From an optimization exercise on the open Yosys and OpenROAD flow, aimed at small area and few clock cycles per item; shortcuts taken in it are not production practice.
In this exercise RTL edits were held to simulation tests only and were not proved equivalent to the original.
Power figures rest on the tool's default switching activity, not on a simulated workload.

== the reference run ==
Design dot_top, start of the top module:
module dot_top (
    input  logic        clk,
    input  logic        rst,
    input  dot_pkg::sample_vec_t a_data,
    input  logic        a_last,
    input  logic        a_valid,
    output logic        a_ready,
    input  dot_pkg::sample_vec_t b_data,
    input  logic        b_valid,
    output logic        b_ready,
    output dot_pkg::sum_t        out_data,
    output logic        out_last,
    output logic        out_valid,
    input  logic        out_ready
);
Size in the first run: ~580 cells after synthesis, ~88 I/O pins.
Settings: LEC_CHECK=0, CAP_MARGIN=20, CORE_MARGIN=2, CORE_UTILIZATION=40, SLEW_MARGIN=20, SYNTH_HIERARCHICAL=1, SYNTH_MINIMUM_KEEP_SIZE=0; clock period 5.5 ns.
standard.sh (not shown) runs the stock make flow with config.mk's settings and CLKGATE_MAP_FILE= SYNTH_SCRIPT=/design/flow/synth_recipe.tcl, a recipe that flattens the netlist after the stock synthesis.
==> flow/flow/run.sh <==
#!/bin/bash
# The standard layout (the standard.sh, all of it), with two changes:
# the port buffers are the smallest buffer cell, and before floorplanning
# every combinational cell is set to its smallest drive strength
# (flow/downsize.tcl); the flow's repair steps size cells up where timing
# needs it. Every tool's output is in standard.log here and in ORFS's own
# logs under orfs/logs.
set -e
export BUFFER_PORTS_ARGS="-buffer_cell sky130_fd_sc_hd__buf_1"
export PRE_FLOORPLAN_TCL="$PWD/flow/downsize.tcl"
export GLOBAL_PLACEMENT_ARGS="-keep_resize_below_overflow 0"
export CTS_ARGS="-sink_clustering_enable -repair_clock_nets -root_buf sky130_fd_sc_hd__clkbuf_8 -buf_list sky130_fd_sc_hd__clkbuf_8 -dont_use_dummy_load"
export RECOVER_POWER=100
bash standard.sh > standard.log 2>&1
==> flow/flow/downsize.tcl <==
# Run before floorplanning (PRE_FLOORPLAN_TCL): put every combinational cell
# in the smallest drive strength of its footprint. Floorplanning's timing
# repair and the later repair steps size up again where timing needs it.
set db [ord::get_db]
set block [ord::get_db_block]
set dont_use [split $::env(DONT_USE_CELLS)]
set swapped 0
foreach inst [$block getInsts] {
  set m [$inst getMaster]
  if { [$m isSequential] } { continue }
  set name [$m getName]
  if { ![regexp {^(sky130_fd_sc_hd__[a-z0-9]+)_([0-9]+)$} $name -> base drive] } { continue }
  set best $m
  foreach d {0 1 2} {
    set cand [$db findMaster ${base}_$d]
    if { $cand eq "NULL" } { continue }
    if { [lsearch -exact $dont_use ${base}_$d] >= 0 } { continue }
    if { [$cand getWidth] < [$best getWidth] } { set best $cand }
  }
  if { $best ne $m } {
    $inst swapMaster $best
    incr swapped
  }
}
puts "downsize.tcl: swapped $swapped cells to a smaller drive strength"
The reference run: done, clean on timing, DRC and antenna
Testbench counts of the reference run, summed over its fixed seeds: cycles 16,008, items 16,000.
Modified inputs, the trial run compared to the reference run
diff --git a/flow/flow/run.sh b/flow/flow/run.sh
--- a/flow/flow/run.sh
+++ b/flow/flow/run.sh
@@ -10,5 +10,4 @@
 export PRE_FLOORPLAN_TCL="$PWD/flow/downsize.tcl"
 export GLOBAL_PLACEMENT_ARGS="-keep_resize_below_overflow 0"
-export CTS_ARGS="-sink_clustering_enable -repair_clock_nets -root_buf sky130_fd_sc_hd__clkbuf_8 -buf_list sky130_fd_sc_hd__clkbuf_8 -dont_use_dummy_load"
-export RECOVER_POWER=100
+export CTS_ARGS="-sink_clustering_enable -repair_clock_nets -root_buf sky130_fd_sc_hd__clkbuf_8 -buf_list sky130_fd_sc_hd__clkbuf_8 -dont_use_dummy_load -sink_clustering_size 40 -sink_clustering_max_diameter 300"
 bash standard.sh > standard.log 2>&1
## What came out
Each of the runs, namely the trial run and the reference run, reached the end of the flow and came out clean.
| source-to-sink clock delay at the later pin of the worst-skew pair | the reference run vs the trial run | ≈ equal |
Net load switching power in the trial run vs the reference run: up 8.4 uW
Between the trial run and the reference run, the difference in post-route clock period utilization is negligible.
Post-route cell area across the trial run and the reference run: no real change.
| worst setup slack | the trial run vs the reference run | 0.0033 ns lower |

========
Setup of before:
dot_top again, from the RTL that the note above started with.
export LEC_CHECK = 0
export CAP_MARGIN = 20
export CORE_MARGIN = 2
export CORE_UTILIZATION = 40
export GPL_TIMING_DRIVEN = 0
export SLEW_MARGIN = 20
export SYNTH_HIERARCHICAL = 1
export SYNTH_MINIMUM_KEEP_SIZE = 0
create_clock -name core_clock -period 5.5 [get_ports {clk}]
==> flow/flow/run.sh <==
#!/bin/bash
# The standard layout (the standard.sh, all of it), with two changes:
# the port buffers are the smallest buffer cell, and before floorplanning
# every combinational cell is set to its smallest drive strength
# (flow/downsize.tcl); the flow's repair steps size cells up where timing
# needs it. Every tool's output is in standard.log here and in ORFS's own
# logs under orfs/logs.
set -e
export BUFFER_PORTS_ARGS="-buffer_cell sky130_fd_sc_hd__buf_1"
export PRE_FLOORPLAN_TCL="$PWD/flow/downsize.tcl"
bash standard.sh > standard.log 2>&1
Scripts as last shown in full above: flow/flow/downsize.tcl
before reached the end of the flow, and the finished layout is clean on the timing, DRC and antenna checks.
Testbench counts of before, summed over its fixed seeds: cycles 16,008, items 16,000.
diff inputs: before => after
# before
export LEC_CHECK = 0
export CAP_MARGIN = 20
export CORE_MARGIN = 2
export CORE_UTILIZATION = 40
export GPL_TIMING_DRIVEN = 0
export SLEW_MARGIN = 20
export SYNTH_HIERARCHICAL = 1
export SYNTH_MINIMUM_KEEP_SIZE = 0
create_clock -name core_clock -period 5.5 [get_ports {clk}]
# after
export LEC_CHECK = 0
export CAP_MARGIN = 20
export CORE_MARGIN = 2
export CORE_UTILIZATION = 40
export SLEW_MARGIN = 20
export SYNTH_HIERARCHICAL = 1
export SYNTH_MINIMUM_KEEP_SIZE = 0
create_clock -name core_clock -period 5.5 [get_ports {clk}]
-- flow/flow/run.sh --
<<< before, line 10
export PRE_FLOORPLAN_TCL="$PWD/flow/downsize.tcl"
bash standard.sh > standard.log 2>&1
>>> after, line 10
export PRE_FLOORPLAN_TCL="$PWD/flow/downsize.tcl"
export GLOBAL_PLACEMENT_ARGS="-keep_resize_below_overflow 0"
bash standard.sh > standard.log 2>&1
==> comparison <==
Worst endpoint data arrival time for after is lower than for before.
Total power delta (after − before): favourable
Going from before to after, total length of routed wires +about 3%, share of total power in combinational logic -0.4 points, total placed instance area -53 um2, core utilization -0.39 points, post-route cell area -0.86%.
| wire length of the first global-routing pass | after vs before | about 5% higher |
Compared with before, routed wirelength normalized by instance count in after increased by a few percent.
Going from before to after, share of the clock period used by the worst path shrinks by 0.44 points.
after | status: complete | timing, DRC, antenna: pass
Maximum single-stage delay on the critical path is higher on after

-- re-timing with driven ports --
The flow's constraints put no driver on any port. The routed layouts listed below were extracted and timed again, unchanged, in two steps.
Step 1 (the two cells are an assumption about what drives the block):
set clk [get_ports {clk}]
set_driving_cell -lib_cell sky130_fd_sc_hd__clkbuf_16 $clk
set_driving_cell -lib_cell sky130_fd_sc_hd__buf_2 [delete_from_list [all_inputs] $clk]
Step 2 also shifts input and output timing later by t, the mid clock arrival at the registers, as if the neighbouring blocks saw the same clock.
a / b / c = ideal ports / drivers / drivers and shift; a / b = the first two.
run | t (ns) | setup WS [ns] | worst setup path after step 2 | worst register clock-pin slew, ns | pins driven straight from the clock port
the reference run | 0.283 | 0.204 / 0.207 / -0.076 | input to register | 0.08 / 0.08 | 1
the trial run | 0.283 | 0.201 / 0.203 / -0.080 | input to register | 0.08 / 0.08 | 1
before | 0.286 | 0.194 / 0.198 / -0.088 | input to register | 0.06 / 0.06 | 1
after | 0.286 | 0.218 / 0.227 / -0.060 | input to register | 0.06 / 0.06 | 1
Met with ideal ports but missed after step 2: setup timing in every run listed. For before, which loses most, drivers alone change the setup slack by +0.004 ns; drivers and shift together by -0.282 ns.
